Context: an optimization exercise on an open-source flow, tuned for small area and a short achievable clock period. The choices shown serve that exercise and are no tape-out recipe. RTL that was checked went through simulation tests only; none was proved equivalent to the original. No activity file was given, so power comes from the tool's default toggle rates.

delta:
==> flow/design.v (excerpt) <==
module common_fa_tag_alloc #(
  parameter int unsigned SUBJECT_COUNT_LOG2 = 5,
  parameter int unsigned TAG_WIDTH          = 20
) (
  input  logic                                clk,
  input  logic                                resetn,
  input  logic                                req_valid,
  output logic                                req_ready,
  input  logic [TAG_WIDTH-1:0]                req_tag,
  input  logic                                req_alloc,
  output logic                                resp_valid,
  input  logic                                resp_ready,
  output logic                                resp_hit,
  output logic                                resp_alloc,
  output logic [SUBJECT_COUNT_LOG2-1:0]       resp_index,
  output logic                                resp_evict_valid,
  output logic [TAG_WIDTH-1:0]                resp_evict_tag,
  input  logic                                flush,
  output logic [SUBJECT_COUNT_LOG2-1:0]       lru_waddr,
  output logic                                lru_wen,
  output logic [(1<<SUBJECT_COUNT_LOG2)-1:0]  lru_dvalid,
  input  logic [SUBJECT_COUNT_LOG2-1:0]       lru_qaddr,
  input  logic                                lru_qvalid
);
  localparam int unsigned N  = 1 << SUBJECT_COUNT_LOG2;
  localparam int unsigned IW = SUBJECT_COUNT_LOG2;
  logic [N-1:0]         valid_q;    
  logic [IW-1:0]        count_q;    
  logic [TAG_WIDTH-1:0] tag_q [N];  
  logic          fire_c;
  logic [N-1:0]  match_c;
  ...
Size: about 710 flip-flops, roughly 100 I/O pins, about 34000 µm² of cells after synthesis.
==> module common_fa_tag_alloc, before the edit <==
module common_fa_tag_alloc #(
  parameter int unsigned SUBJECT_COUNT_LOG2 = 5,
  parameter int unsigned TAG_WIDTH          = 20
) (
  input  logic                                clk,
  input  logic                                resetn,
  input  logic                                req_valid,
  output logic                                req_ready,
  input  logic [TAG_WIDTH-1:0]                req_tag,
  input  logic                                req_alloc,
  output logic                                resp_valid,
  input  logic                                resp_ready,
  output logic                                resp_hit,
  output logic                                resp_alloc,
  output logic [SUBJECT_COUNT_LOG2-1:0]       resp_index,
  output logic                                resp_evict_valid,
  output logic [TAG_WIDTH-1:0]                resp_evict_tag,
  input  logic                                flush,
  output logic [SUBJECT_COUNT_LOG2-1:0]       lru_waddr,
  output logic                                lru_wen,
  output logic [(1<<SUBJECT_COUNT_LOG2)-1:0]  lru_dvalid,
  input  logic [SUBJECT_COUNT_LOG2-1:0]       lru_qaddr,
  input  logic                                lru_qvalid
);
  localparam int unsigned N  = 1 << SUBJECT_COUNT_LOG2;
  localparam int unsigned IW = SUBJECT_COUNT_LOG2;
  logic [N-1:0]         valid_q;    
  logic [IW-1:0]        count_q;    
  logic [TAG_WIDTH-1:0] tag_q [N];  
  logic          fire_c;
  logic [N-1:0]  match_c;
  logic          hit_c;
  logic          free_c;
  logic          alloc_c;
  logic          evict_c;
  logic [IW-1:0] target_c;
  logic [IW-1:0] waddr_c;
  always_comb begin
    for (int i = 0; i < int'(N); i++) begin
      match_c[i] = valid_q[i] && (tag_q[i] == req_tag);
    end
  end
  assign hit_c    = |match_c;
  assign free_c   = ~valid_q[N-1];
  assign target_c = free_c ? count_q : lru_qaddr;
  always_comb begin
    for (int b = 0; b < int'(IW); b++) begin
      logic one, zero;
      one  = 1'b0;
      zero = 1'b0;
      for (int i = 0; i < int'(N); i++) begin
        if (i[b]) one  = one  | match_c[i];
        else      zero = zero | match_c[i];
      end
      waddr_c[b] = target_c[b] ? ~zero : one;
    end
  end
  assign req_ready = ~flush & (~resp_valid | resp_ready);
  assign fire_c    = req_valid & req_ready;
  assign alloc_c  = fire_c & ~hit_c & req_alloc & (free_c | lru_qvalid);
  assign evict_c  = alloc_c & ~free_c;
  assign lru_wen    = fire_c & (hit_c | (req_alloc & (free_c | lru_qvalid)));
  assign lru_waddr  = waddr_c;
  assign lru_dvalid = valid_q;
  always_ff @(posedge clk or negedge resetn) begin
    if (!resetn) begin
      valid_q <= '0;
      count_q <= '0;
    end else if (flush) begin
      valid_q <= '0;
      count_q <= '0;
    end else if (alloc_c && free_c) begin
      valid_q <= {valid_q[N-2:0], 1'b1};
      count_q <= count_q + 1'b1;
    end
  end
  always_ff @(posedge clk) begin
    for (int i = 0; i < int'(N); i++) begin
      if (alloc_c && target_c == IW'(i)) begin
        tag_q[i] <= req_tag;
      end
    end
  end
  always_ff @(posedge clk or negedge resetn) begin
    if (!resetn) begin
      resp_valid <= 1'b0;
    end else if (fire_c) begin
      resp_valid <= 1'b1;
    end else if (resp_ready) begin
      resp_valid <= 1'b0;
    end
  end
  always_ff @(posedge clk) begin
    if (fire_c) begin
      resp_hit         <= hit_c;
      resp_alloc       <= alloc_c;
      resp_index       <= waddr_c;
      resp_evict_valid <= evict_c;
      resp_evict_tag   <= tag_q[lru_qaddr];
    end
  end
endmodule
make LEC_CHECK=0 CAP_MARGIN=20 CORE_MARGIN=2 CORE_UTILIZATION=50 CTS_BUF_LIST=sky130_fd_sc_hd__clkbuf_8 SETUP_SLACK_MARGIN=1.5 SLEW_MARGIN=20 TNS_END_PERCENT=10 finish   # period 6.0 ns
run.sh (not shown) runs the stock make flow with config.mk's settings and CLKGATE_MAP_FILE= SYNTH_SCRIPT=/design/flow/synth_recipe.tcl, a recipe that flattens the netlist after the stock synthesis.
delta: full flow OK, the timing, DRC and antenna checks passed
The inputs of gamma differ from those of delta as listed below.
--- a/flow/design.v
+++ b/flow/design.v
@@ -42,20 +42,18 @@
   end
   assign hit_c    = |match_c;
   assign free_c   = ~valid_q[N-1];
   assign target_c = free_c ? count_q : lru_qaddr;
   always_comb begin
     for (int b = 0; b < int'(IW); b++) begin
-      logic one, zero;
-      one  = 1'b0;
-      zero = 1'b0;
-      for (int i = 0; i < int'(N); i++) begin
-        if (i[b]) one  = one  | match_c[i];
-        else      zero = zero | match_c[i];
+      logic [N/2-1:0] ones, zeros;
+      for (int k = 0; k < int'(N/2); k++) begin
+        zeros[k] = match_c[((k >> b) << (b + 1)) | (k & ((1 << b) - 1))];
+        ones[k]  = match_c[((k >> b) << (b + 1)) | (1 << b) | (k & ((1 << b) - 1))];
       end
-      waddr_c[b] = target_c[b] ? ~zero : one;
+      waddr_c[b] = target_c[b] ? ~(|zeros) : (|ones);
     end
   end
   assign req_ready = ~flush & (~resp_valid | resp_ready);
   assign fire_c    = req_valid & req_ready;
   assign alloc_c  = fire_c & ~hit_c & req_alloc & (free_c | lru_qvalid);
   assign evict_c  = alloc_c & ~free_c;
[summary]
- Between delta and gamma, the difference in proportion of cell area spent on the clock network is negligible.
- gamma vs delta — number of clock buffers in the layout climbed by a few percent
- Diff delta and gamma: highest ir drop seen on vdd lower in gamma
- gamma consumes more power than delta does.
- Taking delta as the reference point, the clock network fraction of design power of gamma rises by 0.4 points.
- When gamma is set beside delta, its worst setup slack turns out to be 0.099 ns smaller.
- [compare] base=delta new=gamma: synthesized cell count about even, pre-CTS worst setup slack now sits lower, average wire per standard cell went up by about 1.1%.
Function not checked in delta: the RTL went through the layout flow alone.

========
The RTL this note starts from:
==> flow/design.v <==
module common_fa_tag_alloc #(
  parameter int unsigned SUBJECT_COUNT_LOG2 = 5,
  parameter int unsigned TAG_WIDTH          = 20
) (
  input  logic                                clk,
  input  logic                                resetn,
  input  logic                                req_valid,
  output logic                                req_ready,
  input  logic [TAG_WIDTH-1:0]                req_tag,
  input  logic                                req_alloc,
  output logic                                resp_valid,
  input  logic                                resp_ready,
  output logic                                resp_hit,
  output logic                                resp_alloc,
  output logic [SUBJECT_COUNT_LOG2-1:0]       resp_index,
  output logic                                resp_evict_valid,
  output logic [TAG_WIDTH-1:0]                resp_evict_tag,
  input  logic                                flush,
  output logic [SUBJECT_COUNT_LOG2-1:0]       lru_waddr,
  output logic                                lru_wen,
  output logic [(1<<SUBJECT_COUNT_LOG2)-1:0]  lru_dvalid,
  input  logic [SUBJECT_COUNT_LOG2-1:0]       lru_qaddr,
  input  logic                                lru_qvalid
);
  localparam int unsigned N  = 1 << SUBJECT_COUNT_LOG2;
  localparam int unsigned IW = SUBJECT_COUNT_LOG2;
  logic [N-1:0]         valid_q;    
  logic [IW-1:0]        count_q;    
  logic [TAG_WIDTH-1:0] tag_q [N];  
  logic          fire_c;
  logic [N-1:0]  match_c;
  logic          hit_c;
  logic          free_c;
  logic          alloc_c;
  logic          evict_c;
  logic [IW-1:0] target_c;
  logic [IW-1:0] waddr_c;
  always_comb begin
    for (int i = 0; i < int'(N); i++) begin
      match_c[i] = valid_q[i] && (tag_q[i] == req_tag);
    end
  end
  assign hit_c    = |match_c;
  assign free_c   = ~valid_q[N-1];
  assign target_c = free_c ? count_q : lru_qaddr;
  always_comb begin
    for (int b = 0; b < int'(IW); b++) begin
      logic [N/2-1:0] ones, zeros;
      for (int k = 0; k < int'(N/2); k++) begin
        zeros[k] = match_c[((k >> b) << (b + 1)) | (k & ((1 << b) - 1))];
        ones[k]  = match_c[((k >> b) << (b + 1)) | (1 << b) | (k & ((1 << b) - 1))];
      end
      waddr_c[b] = target_c[b] ? ~(|zeros) : (|ones);
    end
  end
  assign req_ready = ~flush & (~resp_valid | resp_ready);
  assign fire_c    = req_valid & req_ready;
  assign alloc_c  = fire_c & ~hit_c & req_alloc & (free_c | lru_qvalid);
  assign evict_c  = alloc_c & ~free_c;
  assign lru_wen    = fire_c & (hit_c | (req_alloc & (free_c | lru_qvalid)));
  assign lru_waddr  = waddr_c;
  assign lru_dvalid = valid_q;
  always_ff @(posedge clk or negedge resetn) begin
    if (!resetn) begin
      valid_q <= '0;
      count_q <= '0;
    end else if (flush) begin
      valid_q <= '0;
      count_q <= '0;
    end else if (alloc_c && free_c) begin
      valid_q <= {valid_q[N-2:0], 1'b1};
      count_q <= count_q + 1'b1;
    end
  end
  always_ff @(posedge clk) begin
    for (int i = 0; i < int'(N); i++) begin
      if (alloc_c && target_c == IW'(i)) begin
        tag_q[i] <= req_tag;
      end
    end
  end
  always_ff @(posedge clk or negedge resetn) begin
    if (!resetn) begin
      resp_valid <= 1'b0;
    end else if (fire_c) begin
      resp_valid <= 1'b1;
    end else if (resp_ready) begin
      resp_valid <= 1'b0;
    end
  end
  always_ff @(posedge clk) begin
    if (fire_c) begin
      resp_hit         <= hit_c;
      resp_alloc       <= alloc_c;
      resp_index       <= waddr_c;
      resp_evict_valid <= evict_c;
      resp_evict_tag   <= tag_q[lru_qaddr];
    end
  end
endmodule
==> flow/config.mk <==
export PLATFORM = sky130hd
export DESIGN_NAME = common_fa_tag_alloc
export DESIGN_NICKNAME = common_fa_tag_alloc
export VERILOG_FILES = /design/flow/design.v
export SDC_FILE = /design/flow/constraint.sdc
export NUM_CORES = 4
export LEC_CHECK = 0
export CAP_MARGIN = 20
export CORE_MARGIN = 2
export CORE_UTILIZATION = 50
export CTS_BUF_LIST = sky130_fd_sc_hd__clkbuf_8
export SETUP_SLACK_MARGIN = 1.5
export SLEW_MARGIN = 20
export TNS_END_PERCENT = 10
==> flow/constraint.sdc <==
create_clock -name core_clock -period 6.0 [get_ports {clk}]
set_input_delay 1.2000 -clock core_clock [delete_from_list [all_inputs] [get_ports {clk}]]
set_output_delay 1.2000 -clock core_clock [all_outputs]
set_load 0.01 [all_outputs]
standard.sh (not shown) runs the stock make flow with config.mk's settings and CLKGATE_MAP_FILE= SYNTH_SCRIPT=/design/flow/synth_recipe.tcl, a recipe that flattens the netlist after the stock synthesis.
==> flow/flow/run.sh <==
#!/bin/bash
# Standard ORFS layout, but let the resizer swap cells across footprints and
# buffer the ports with plain buffers instead of delay cells.
set -euo pipefail
bash standard.sh MATCH_CELL_FOOTPRINT=0 \
  "BUFFER_PORTS_ARGS=-buffer_cell sky130_fd_sc_hd__buf_2" \
  finish > standard_flow.log 2>&1
The baseline went through all stages and came out clean.
==> next run, changes <==
--- a/flow/design.v
+++ b/flow/design.v
@@ -43,16 +43,18 @@
   assign hit_c    = |match_c;
   assign free_c   = ~valid_q[N-1];
   assign target_c = free_c ? count_q : lru_qaddr;
   always_comb begin
     for (int b = 0; b < int'(IW); b++) begin
-      logic [N/2-1:0] ones, zeros;
-      for (int k = 0; k < int'(N/2); k++) begin
-        zeros[k] = match_c[((k >> b) << (b + 1)) | (k & ((1 << b) - 1))];
-        ones[k]  = match_c[((k >> b) << (b + 1)) | (1 << b) | (k & ((1 << b) - 1))];
+      logic one, zero;
+      one  = 1'b0;
+      zero = 1'b0;
+      for (int i = 0; i < int'(N); i++) begin
+        if (i[b]) one  = one  | match_c[i];
+        else      zero = zero | match_c[i];
       end
-      waddr_c[b] = target_c[b] ? ~(|zeros) : (|ones);
+      waddr_c[b] = target_c[b] ? ~zero : one;
     end
   end
   assign req_ready = ~flush & (~resp_valid | resp_ready);
   assign fire_c    = req_valid & req_ready;
   assign alloc_c  = fire_c & ~hit_c & req_alloc & (free_c | lru_qvalid);
Outcome: The new run finished with timing, DRC and antenna clean; critical path depth climbs by 1; global-route usage went up by 1.3 points; design area is about the same; die area rose by 1.1%; non-clock buffer count went up by 13; wire length rose by 2.2%.
The RTL of the second run of this note was laid out without a check of its function.

==> separate check: timing with driven ports <==
No port has a modelled driver above. Below, the same layouts with a new extraction and two added sets of constraints.
Step 1 sets driving cells, clkbuf_16 on the clock port and buf_2 on the other inputs (assumed; they add their load-dependent delay and slew).
Step 2, shift: input delay + t, output delay - t, t = (earliest + latest rising clock arrival at the registers) / 2. This alone moves slack from input paths to output paths.
a / b / c = no drivers / after step 1 / after step 2; a / b = the first two.
run | t, ns | slack for setup (ns) | worst setup path at the end | clock arrival spread, ns
delta | 0.845 | 1.155 / 1.018 / 0.448 | input to register | 0.059 / 0.059
gamma | 0.845 | 1.056 / 0.943 / 0.476 | input to register | 0.060 / 0.060
the first run of note 2 | 0.828 | 1.060 / 0.911 / 0.276 | input to register | 0.040 / 0.040
the second run of note 2 | 0.829 | 0.959 / 0.789 / 0.473 | input to register | 0.058 / 0.057
After both steps every run listed still meets setup and hold. The setup slack of the first run of note 2, which loses most, moves by -0.149 ns with the drivers and by -0.784 ns with both steps.
